This design comes from an exercise in tuning for small area and a short achievable clock period on the open sky130 flow, not from production work.
Where RTL was checked, it was by simulation tests only, not by an equivalence proof against the original.
Power is estimated from default activity; no workload was simulated.

==> flow/design.v (excerpt) <==
module ioPlatformTop #(
  parameter int NumHarts = 2,
  parameter int NumIrqs  = 8
) (
  input  logic                clk_i,
  input  logic                arstN_i,
  input  logic                reqValid_i,
  input  logic                reqWrite_i,
  input  ioPlatformPkg::ioAddrT              reqAddr_i,
  input  ioPlatformPkg::ioDataT              reqWdata_i,
  input  logic                uartIrq_i,
  input  logic                sdIrq_i,
  output logic                rspValid_o,
  output ioPlatformPkg::ioDataT              rspData_o,
  output logic                rspErr_o,
  output logic [NumHarts-1:0] msip_o,
  output logic [NumHarts-1:0] mtip_o,
  output logic [NumHarts-1:0] extIrq_o
);
==> flow/config.mk <==
export PLATFORM = sky130hd
export DESIGN_NAME = ioPlatformTop
export DESIGN_NICKNAME = ioPlatformTop
export VERILOG_FILES = /design/flow/design.v
export SDC_FILE = /design/flow/constraint.sdc
export NUM_CORES = 4
export LEC_CHECK = 0
export CAP_MARGIN = 20
export CORE_MARGIN = 2
export CORE_UTILIZATION = 40
export SLEW_MARGIN = 20
export SYNTH_HIERARCHICAL = 1
==> flow/constraint.sdc <==
create_clock -name core_clock -period 13.0 [get_ports {clk_i}]
set_input_delay 2.6000 -clock core_clock [delete_from_list [all_inputs] [get_ports {clk_i}]]
set_output_delay 2.6000 -clock core_clock [all_outputs]
set_load 0.01 [all_outputs]
standard.sh (not shown) runs the stock make flow with config.mk's settings and CLKGATE_MAP_FILE= SYNTH_SCRIPT=/design/flow/synth_recipe.tcl, a recipe that flattens the netlist after the stock synthesis.
==> flow/flow/run.sh <==
#!/bin/bash
# Standard ORFS layout (the standard.sh, standard synthesis unchanged) with
# these layout choices changed:
#  - after synthesis every combinational cell is set to its smallest drive
#    strength (flow/downsize.tcl); the repair steps upsize where timing needs it
#  - port buffers are plain buf_2 cells instead of the delay cell buffer_ports
#    picks
#  - repair_timing aims for a setup margin near the period this design reaches
# make's full output goes to flow_make.log; ORFS keeps each step's log under
# orfs/logs.
set -euo pipefail
here=$(pwd)
bash standard.sh \
  SETUP_SLACK_MARGIN=9.1 \
  "BUFFER_PORTS_ARGS=-buffer_cell sky130_fd_sc_hd__buf_2" \
  POST_SYNTH_TCL="$here/flow/downsize.tcl" \
  finish > flow_make.log 2>&1
==> flow/flow/downsize.tcl <==
# Sets every combinational cell of the synthesized netlist to the smallest
# drive strength of its function (same cell name up to the _N suffix), so
# that the later repair steps upsize only where timing asks for it.
set n 0
foreach inst [get_cells *] {
  set master [get_property $inst ref_name]
  if { ![regexp {^(sky130_fd_sc_hd__([a-z0-9]+))_([0-9]+)$} $master -> base kind size] } {
    continue
  }
  # flip-flops keep the cell synthesis gave them; tie cells stay as they are
  if { [regexp {^(df|edf|sdf|sedf|dl|conb|clk|probe|lpflow|tap|fill|decap|diode)} $kind] } {
    continue
  }
  set best ""
  set bestArea 1e9
  foreach lc [get_lib_cells */${base}_*] {
    set name [get_property $lc name]
    if { ![regexp "^${base}_\[0-9\]+\$" $name] } { continue }
    if { [get_property $lc dont_use] } { continue }
    set area [get_property $lc area]
    if { $area < $bestArea } {
      set bestArea $area
      set best $lc
    }
  }
  if { $best ne "" && [get_property $best name] ne $master } {
    replace_cell $inst $best
    incr n
  }
}
puts "downsize: $n cells set to their smallest drive strength"
Next try:
--- a/flow/config.mk
+++ b/flow/config.mk
@@ -10,0 +11 @@
+export CTS_BUF_LIST = sky130_fd_sc_hd__clkbuf_4 sky130_fd_sc_hd__clkbuf_8
@@ -12,0 +14 @@
+export TNS_END_PERCENT = 0
After rerunning: Sequential power barely changes; sequential share of layout area increases by 1.4 points; combinational power shrinks by about 5%; setup slack got worse by 0.033 ns; global-route usage is lower by 0.56 points; total power falls by 6.0%; clock-buffer cell count increases by 44; final cell count climbs by 0.33%.


== the baseline ==
ioPlatformTop, a different RTL version from the one above (not shown whole).
Size: ~2200 cells after synthesis, ~170 I/O pins.
Design ioPlatformTop, start of the top module:
module ioPlatformTop #(
  parameter int NumHarts = 2,
  parameter int NumIrqs  = 8
) (
  input  logic                clk_i,
  input  logic                arstN_i,
  input  logic                reqValid_i,
  input  logic                reqWrite_i,
  input  ioPlatformPkg::ioAddrT              reqAddr_i,
  input  ioPlatformPkg::ioDataT              reqWdata_i,
  input  logic                uartIrq_i,
  input  logic                sdIrq_i,
  output logic                rspValid_o,
  output ioPlatformPkg::ioDataT              rspData_o,
  output logic                rspErr_o,
  output logic [NumHarts-1:0] msip_o,
  output logic [NumHarts-1:0] mtip_o,
  output logic [NumHarts-1:0] extIrq_o
);
==> flow/config.mk <==
export PLATFORM = sky130hd
export DESIGN_NAME = ioPlatformTop
export DESIGN_NICKNAME = ioPlatformTop
export VERILOG_FILES = /design/flow/design.v
export SDC_FILE = /design/flow/constraint.sdc
export NUM_CORES = 4
export LEC_CHECK = 0
export CAP_MARGIN = 20
export CORE_MARGIN = 2
export CORE_UTILIZATION = 40
export CTS_BUF_LIST = sky130_fd_sc_hd__clkbuf_4 sky130_fd_sc_hd__clkbuf_8
export CTS_CLUSTER_DIAMETER = 70
export CTS_CLUSTER_SIZE = 14
export SLEW_MARGIN = 20
export SYNTH_HIERARCHICAL = 1
export TNS_END_PERCENT = 0
==> flow/constraint.sdc <==
create_clock -name core_clock -period 13.0 [get_ports {clk_i}]
set_input_delay 2.6000 -clock core_clock [delete_from_list [all_inputs] [get_ports {clk_i}]]
set_output_delay 2.6000 -clock core_clock [all_outputs]
set_load 0.01 [all_outputs]
==> flow/flow/downsize.tcl <==
# Sets every combinational cell of the synthesized netlist to the smallest
# drive strength of its function (same cell name up to the _N suffix), so
# that the later repair steps upsize only where timing asks for it.
set n 0
foreach inst [get_cells *] {
  set master [get_property $inst ref_name]
  if { ![regexp {^(sky130_fd_sc_hd__([a-z0-9]+))_([0-9]+)$} $master -> base kind size] } {
    continue
  }
  # flip-flops keep the cell synthesis gave them; tie cells stay as they are
  if { [regexp {^(df|edf|sdf|sedf|dl|conb|clk|probe|lpflow|tap|fill|decap|diode)} $kind] } {
    continue
  }
  set best ""
  set bestArea 1e9
  foreach lc [get_lib_cells */${base}_*] {
    set name [get_property $lc name]
    if { ![regexp "^${base}_\[0-9\]+\$" $name] } { continue }
    if { [get_property $lc dont_use] } { continue }
    set area [get_property $lc area]
    # among cells of the same area, keep the strongest
    if { $area < $bestArea - 1e-3 || ($area < $bestArea + 1e-3 && $best ne ""
         && [get_property $lc name] > [get_property $best name]) } {
      set bestArea $area
      set best $lc
    }
  }
  if { $best ne "" && [get_property $best name] ne $master } {
    replace_cell $inst $best
    incr n
  }
}
puts "downsize: $n cells set to their smallest drive strength"
Scripts as last shown in full above: flow/flow/run.sh
The baseline finished all stages; the layout is clean.
Input-level comparison between the candidate and the baseline:
# the baseline
export LEC_CHECK = 0
export CAP_MARGIN = 20
export CORE_MARGIN = 2
export CORE_UTILIZATION = 40
export CTS_BUF_LIST = sky130_fd_sc_hd__clkbuf_4 sky130_fd_sc_hd__clkbuf_8
export CTS_CLUSTER_DIAMETER = 70
export CTS_CLUSTER_SIZE = 14
export SLEW_MARGIN = 20
export SYNTH_HIERARCHICAL = 1
export TNS_END_PERCENT = 0
create_clock -name core_clock -period 13.0 [get_ports {clk_i}]
# the candidate
export LEC_CHECK = 0
export CAP_MARGIN = 20
export CORE_MARGIN = 2
export CORE_UTILIZATION = 40
export SLEW_MARGIN = 20
export SYNTH_HIERARCHICAL = 1
export TNS_END_PERCENT = 0
create_clock -name core_clock -period 13.0 [get_ports {clk_i}]
### Flow results
No stage failed in the candidate, and the final checks on the layout all came back clean. Delta (the candidate minus the baseline): register-to-register slack now sits higher; global routing usage on met1 now sits lower; sequential share of cell area now sits lower; first-pass GRT wire length now sits at about the same level. Final worst-path setup slack, the candidate and the baseline: lower on the baseline. Between the candidate and the baseline, cell depth of the worst setup path is higher for the candidate, the baseline comes in under that. Cell area went up by a few percent going from the baseline to the candidate.
No run of this note included a check of the RTL's function; only the layout flow was run.


run A:
ioPlatformTop, a different RTL version from the one above (not shown whole).
Size in the first run: about 2300 cells after synthesis, roughly 170 I/O pins, ~0.018 mm^2 of cells after synthesis.
==> flow/config.mk <==
export PLATFORM = sky130hd
export DESIGN_NAME = ioPlatformTop
export DESIGN_NICKNAME = ioPlatformTop
export VERILOG_FILES = /design/flow/design.v
export SDC_FILE = /design/flow/constraint.sdc
export NUM_CORES = 4
export LEC_CHECK = 0
export CAP_MARGIN = 20
export CORE_MARGIN = 2
export CORE_UTILIZATION = 40
export CTS_BUF_LIST = sky130_fd_sc_hd__clkbuf_4 sky130_fd_sc_hd__clkbuf_8
export CTS_CLUSTER_DIAMETER = 70
export CTS_CLUSTER_SIZE = 14
export SLEW_MARGIN = 20
export SYNTH_HIERARCHICAL = 1
export TNS_END_PERCENT = 0
==> flow/constraint.sdc <==
create_clock -name core_clock -period 13.0 [get_ports {clk_i}]
set_input_delay 2.6000 -clock core_clock [delete_from_list [all_inputs] [get_ports {clk_i}]]
set_output_delay 2.6000 -clock core_clock [all_outputs]
set_load 0.01 [all_outputs]
==> flow/flow/downsize.tcl <==
set n 0
foreach inst [get_cells *] {
  set master [get_property $inst ref_name]
  if { ![regexp {^(sky130_fd_sc_hd__([a-z0-9]+))_([0-9]+)$} $master -> base kind size] } {
    continue
  }
  # flip-flops keep the cell synthesis gave them; tie cells stay as they are
  if { [regexp {^(df|edf|sdf|sedf|dl|conb|clk|probe|lpflow|tap|fill|decap|diode)} $kind] } {
    continue
  }
  # cells that drive many loads keep the size synthesis gave them
  set loads 0
  foreach pin [get_pins -of_objects $inst -filter "direction == output"] {
    set net [get_nets -of_objects $pin]
    if { $net ne "" } {
      set loads [expr { $loads + [llength [get_pins -of_objects $net -filter "direction == input"]] }]
    }
  }
  if { $loads > 4 } {
    continue
  }
  set best ""
  set bestArea 1e9
  foreach lc [get_lib_cells */${base}_*] {
    set name [get_property $lc name]
    if { ![regexp "^${base}_\[0-9\]+\$" $name] } { continue }
    # the _0 cells are weaker than _1 for little or no area
    if { [regexp {_0$} $name] } { continue }
    if { [get_property $lc dont_use] } { continue }
    set area [get_property $lc area]
    # among cells of the same area, keep the strongest
    if { $area < $bestArea - 1e-3 || ($area < $bestArea + 1e-3 && $best ne ""
         && [get_property $lc name] > [get_property $best name]) } {
      set bestArea $area
      set best $lc
    }
  }
  if { $best ne "" && [get_property $best name] ne $master } {
    replace_cell $inst $best
    incr n
  }
}
puts "downsize: $n cells set to their smallest drive strength"
Scripts as last shown in full above: flow/flow/run.sh
The final layout from run A, which completed every stage, passed the timing, DRC and antenna checks at the end of the flow.
--- input diff run A..run B ---
Settings: CTS_CLUSTER_DIAMETER no longer set, was 70; CTS_CLUSTER_SIZE no longer set, was 14.
--- a/flow/flow/downsize.tcl
+++ b/flow/flow/downsize.tcl
@@ -1,2 +1,5 @@
+# Sets every combinational cell of the synthesized netlist to the smallest
+# drive strength of its function (same cell name up to the _N suffix), so
+# that the later repair steps upsize only where timing asks for it.
 set n 0
 foreach inst [get_cells *] {
@@ -9,15 +12,4 @@
     continue
   }
-  # cells that drive many loads keep the size synthesis gave them
-  set loads 0
-  foreach pin [get_pins -of_objects $inst -filter "direction == output"] {
-    set net [get_nets -of_objects $pin]
-    if { $net ne "" } {
-      set loads [expr { $loads + [llength [get_pins -of_objects $net -filter "direction == input"]] }]
-    }
-  }
-  if { $loads > 4 } {
-    continue
-  }
   set best ""
   set bestArea 1e9
@@ -25,6 +17,4 @@
     set name [get_property $lc name]
     if { ![regexp "^${base}_\[0-9\]+\$" $name] } { continue }
-    # the _0 cells are weaker than _1 for little or no area
-    if { [regexp {_0$} $name] } { continue }
     if { [get_property $lc dont_use] } { continue }
     set area [get_property $lc area]
==> comparison <==
Run B: overall routing resource usage higher than run A
Power group with the largest share: clock -> run B, registers -> run A
Run A -> run B: worst hold slack flat
Against run A as the reference, run B delivers a higher diode insertion count for antenna repair.
Looking at shortest period the worst path allows, run B sits 21 ps lower than run A does.
### run B -> run C
Settings: CTS_CLUSTER_DIAMETER now 70, previously not set; CTS_CLUSTER_SIZE now 14, previously not set; CORE_UTILIZATION now 65, was 40; PLACE_DENSITY now 0.75, previously not set.
Findings:
For run C, the capturing instance or port of the critical path was rdQ[2], unlike run B, where it was rdQ[1]. Delta (run C minus run B): post-cts repair resize count +2, total non-filler cell area in the finished layout -about 4%, power per unit of standard cell area -about 20%, non-clock buffer count +about 6%. Run C has clock network fraction of total power below what run B had. Run B has higher number of global-route vias before repair than run C. Between run B and run C, post-layout worst setup margin decreased. Looking at post-route clock period utilization, run C sits above run B. Of run B and run C, the run reporting the higher proportion of final cell area spent on non-clock buffers was run C.


Starting RTL as in the previous note.
// ioPlatformTop
module ioPlatformTop #(
  parameter int NumHarts = 2,
  parameter int NumIrqs  = 8
) (
  input  logic                clk_i,
  input  logic                arstN_i,
  input  logic                reqValid_i,
  input  logic                reqWrite_i,
  input  ioPlatformPkg::ioAddrT              reqAddr_i,
  input  ioPlatformPkg::ioDataT              reqWdata_i,
  input  logic                uartIrq_i,
  input  logic                sdIrq_i,
  output logic                rspValid_o,
  output ioPlatformPkg::ioDataT              rspData_o,
  output logic                rspErr_o,
  output logic [NumHarts-1:0] msip_o,
  output logic [NumHarts-1:0] mtip_o,
  output logic [NumHarts-1:0] extIrq_o
);
Settings: LEC_CHECK=0, CAP_MARGIN=20, CORE_MARGIN=2, CORE_UTILIZATION=40, CTS_BUF_LIST=sky130_fd_sc_hd__clkbuf_4 sky130_fd_sc_hd__clkbuf_8, CTS_CLUSTER_DIAMETER=70, CTS_CLUSTER_SIZE=14, SLEW_MARGIN=20, SYNTH_HIERARCHICAL=1, TNS_END_PERCENT=0; clock period 13.0 ns.
==> flow/flow/downsize.tcl <==
# Sets every combinational cell of the synthesized netlist to the smallest
# drive strength of its function (at least _1) (same cell name up to the _N suffix), so
# that the later repair steps upsize only where timing asks for it.
set n 0
foreach inst [get_cells *] {
  set master [get_property $inst ref_name]
  if { ![regexp {^(sky130_fd_sc_hd__([a-z0-9]+))_([0-9]+)$} $master -> base kind size] } {
    continue
  }
  # flip-flops keep the cell synthesis gave them; tie cells stay as they are
  if { [regexp {^(df|edf|sdf|sedf|dl|conb|clk|probe|lpflow|tap|fill|decap|diode)} $kind] } {
    continue
  }
  set best ""
  set bestArea 1e9
  foreach lc [get_lib_cells */${base}_*] {
    set name [get_property $lc name]
    if { ![regexp "^${base}_\[0-9\]+\$" $name] } { continue }
    # the _0 cells are weaker than _1 for little or no area
    if { [regexp {_0$} $name] } { continue }
    if { [get_property $lc dont_use] } { continue }
    set area [get_property $lc area]
    # among cells of the same area, keep the strongest
    if { $area < $bestArea - 1e-3 || ($area < $bestArea + 1e-3 && $best ne ""
         && [get_property $lc name] > [get_property $best name]) } {
      set bestArea $area
      set best $lc
    }
  }
  if { $best ne "" && [get_property $best name] ne $master } {
    replace_cell $inst $best
    incr n
  }
}
puts "downsize: $n cells set to their smallest drive strength"
Scripts as last shown in full above: flow/flow/run.sh
==> next run, changes <==
--- a/flow/flow/downsize.tcl
+++ b/flow/flow/downsize.tcl
@@ -2 +2 @@
-# drive strength of its function (at least _1) (same cell name up to the _N suffix), so
+# drive strength of its function (same cell name up to the _N suffix), so
@@ -19,2 +18,0 @@
-    # the _0 cells are weaker than _1 for little or no area
-    if { [regexp {_0$} $name] } { continue }
=>
- synthesized area stays flat
- die area is about the same
- non-clock buffer count goes down by 2
==> next run, changes <==
- CTS_BUF_LIST: sky130_fd_sc_hd__clkbuf_4 sky130_fd_sc_hd__clkbuf_8 -> unset
- CTS_CLUSTER_DIAMETER: 70 -> unset
- CTS_CLUSTER_SIZE: 14 -> unset
After rerunning: Routed wire length climbs slightly; flip-flop and latch count does not change; maximum frequency climbs slightly; via count came out higher slightly; clock skew goes down by 0.011 ns; clock-buffer cell count does not change; cell area grows by a few percent; global-route usage came out higher by 0.33 points; final cell count rose slightly; synthesized cell count does not change; worst hold slack degrades by 0.0069 ns.
==> next run, changes <==
- CTS_BUF_LIST: unset -> sky130_fd_sc_hd__clkbuf_16
- CTS_CLUSTER_DIAMETER: unset -> 80
- CTS_CLUSTER_SIZE: unset -> 20
Effect:
- The new run finished clean
- worst hold slack barely changes
- wire length is lower by 0.71%
- total power decreases by 12%
- cell area shrinks by 1.2%
- combinational power barely changes
- setup slack gains 0.024 ns
- synthesized area stays the same
- die area does not change
- count of clock-buffer cells in the layout falls by 21

re-timing with driven ports:
No port has a modelled driver above. Below, the same layouts with a new extraction and two added sets of constraints.
Step 1 assumes that a clkbuf_16 drives the clock port and a buf_2 every other input.
Step 2 also shifts input and output timing later by t, the mid clock arrival at the registers, as if the neighbouring blocks saw the same clock.
Three values: ideal ports, drivers, drivers and shift; two values: the first two.
run	shift t [ns]	slack for setup (ns)	slew at the worst register clock pin (ns)	cell pins on the clock port's net
the first run of note 1	0.625	8.860 / 8.891 / 8.266	0.07 / 0.07	1
the second run of note 1	0.697	8.827 / 8.861 / 8.164	0.07 / 0.07	1
the baseline	0.684	8.947 / 8.982 / 8.298	0.10 / 0.10	1
the candidate	0.611	9.051 / 8.901 / 8.290	0.07 / 0.07	1
run A	0.698	9.073 / 9.096 / 8.408	0.10 / 0.10	1
run B	0.704	9.094 / 9.101 / 8.424	0.07 / 0.07	1
run C	0.639	8.946 / 8.971 / 8.332	0.11 / 0.11	1
the first run of note 4	0.685	9.088 / 9.076 / 8.409	0.11 / 0.11	1
the second run of note 4	0.697	9.047 / 9.081 / 8.386	0.11 / 0.11	1
the third run of note 4	0.607	9.079 / 9.116 / 8.509	0.06 / 0.06	1
the fourth run of note 4	0.627	9.102 / 9.141 / 8.515	0.09 / 0.09	1
After both steps every run listed still meets setup and hold. For the candidate, which loses most, drivers alone change the setup slack by -0.150 ns; drivers and shift together by -0.761 ns.
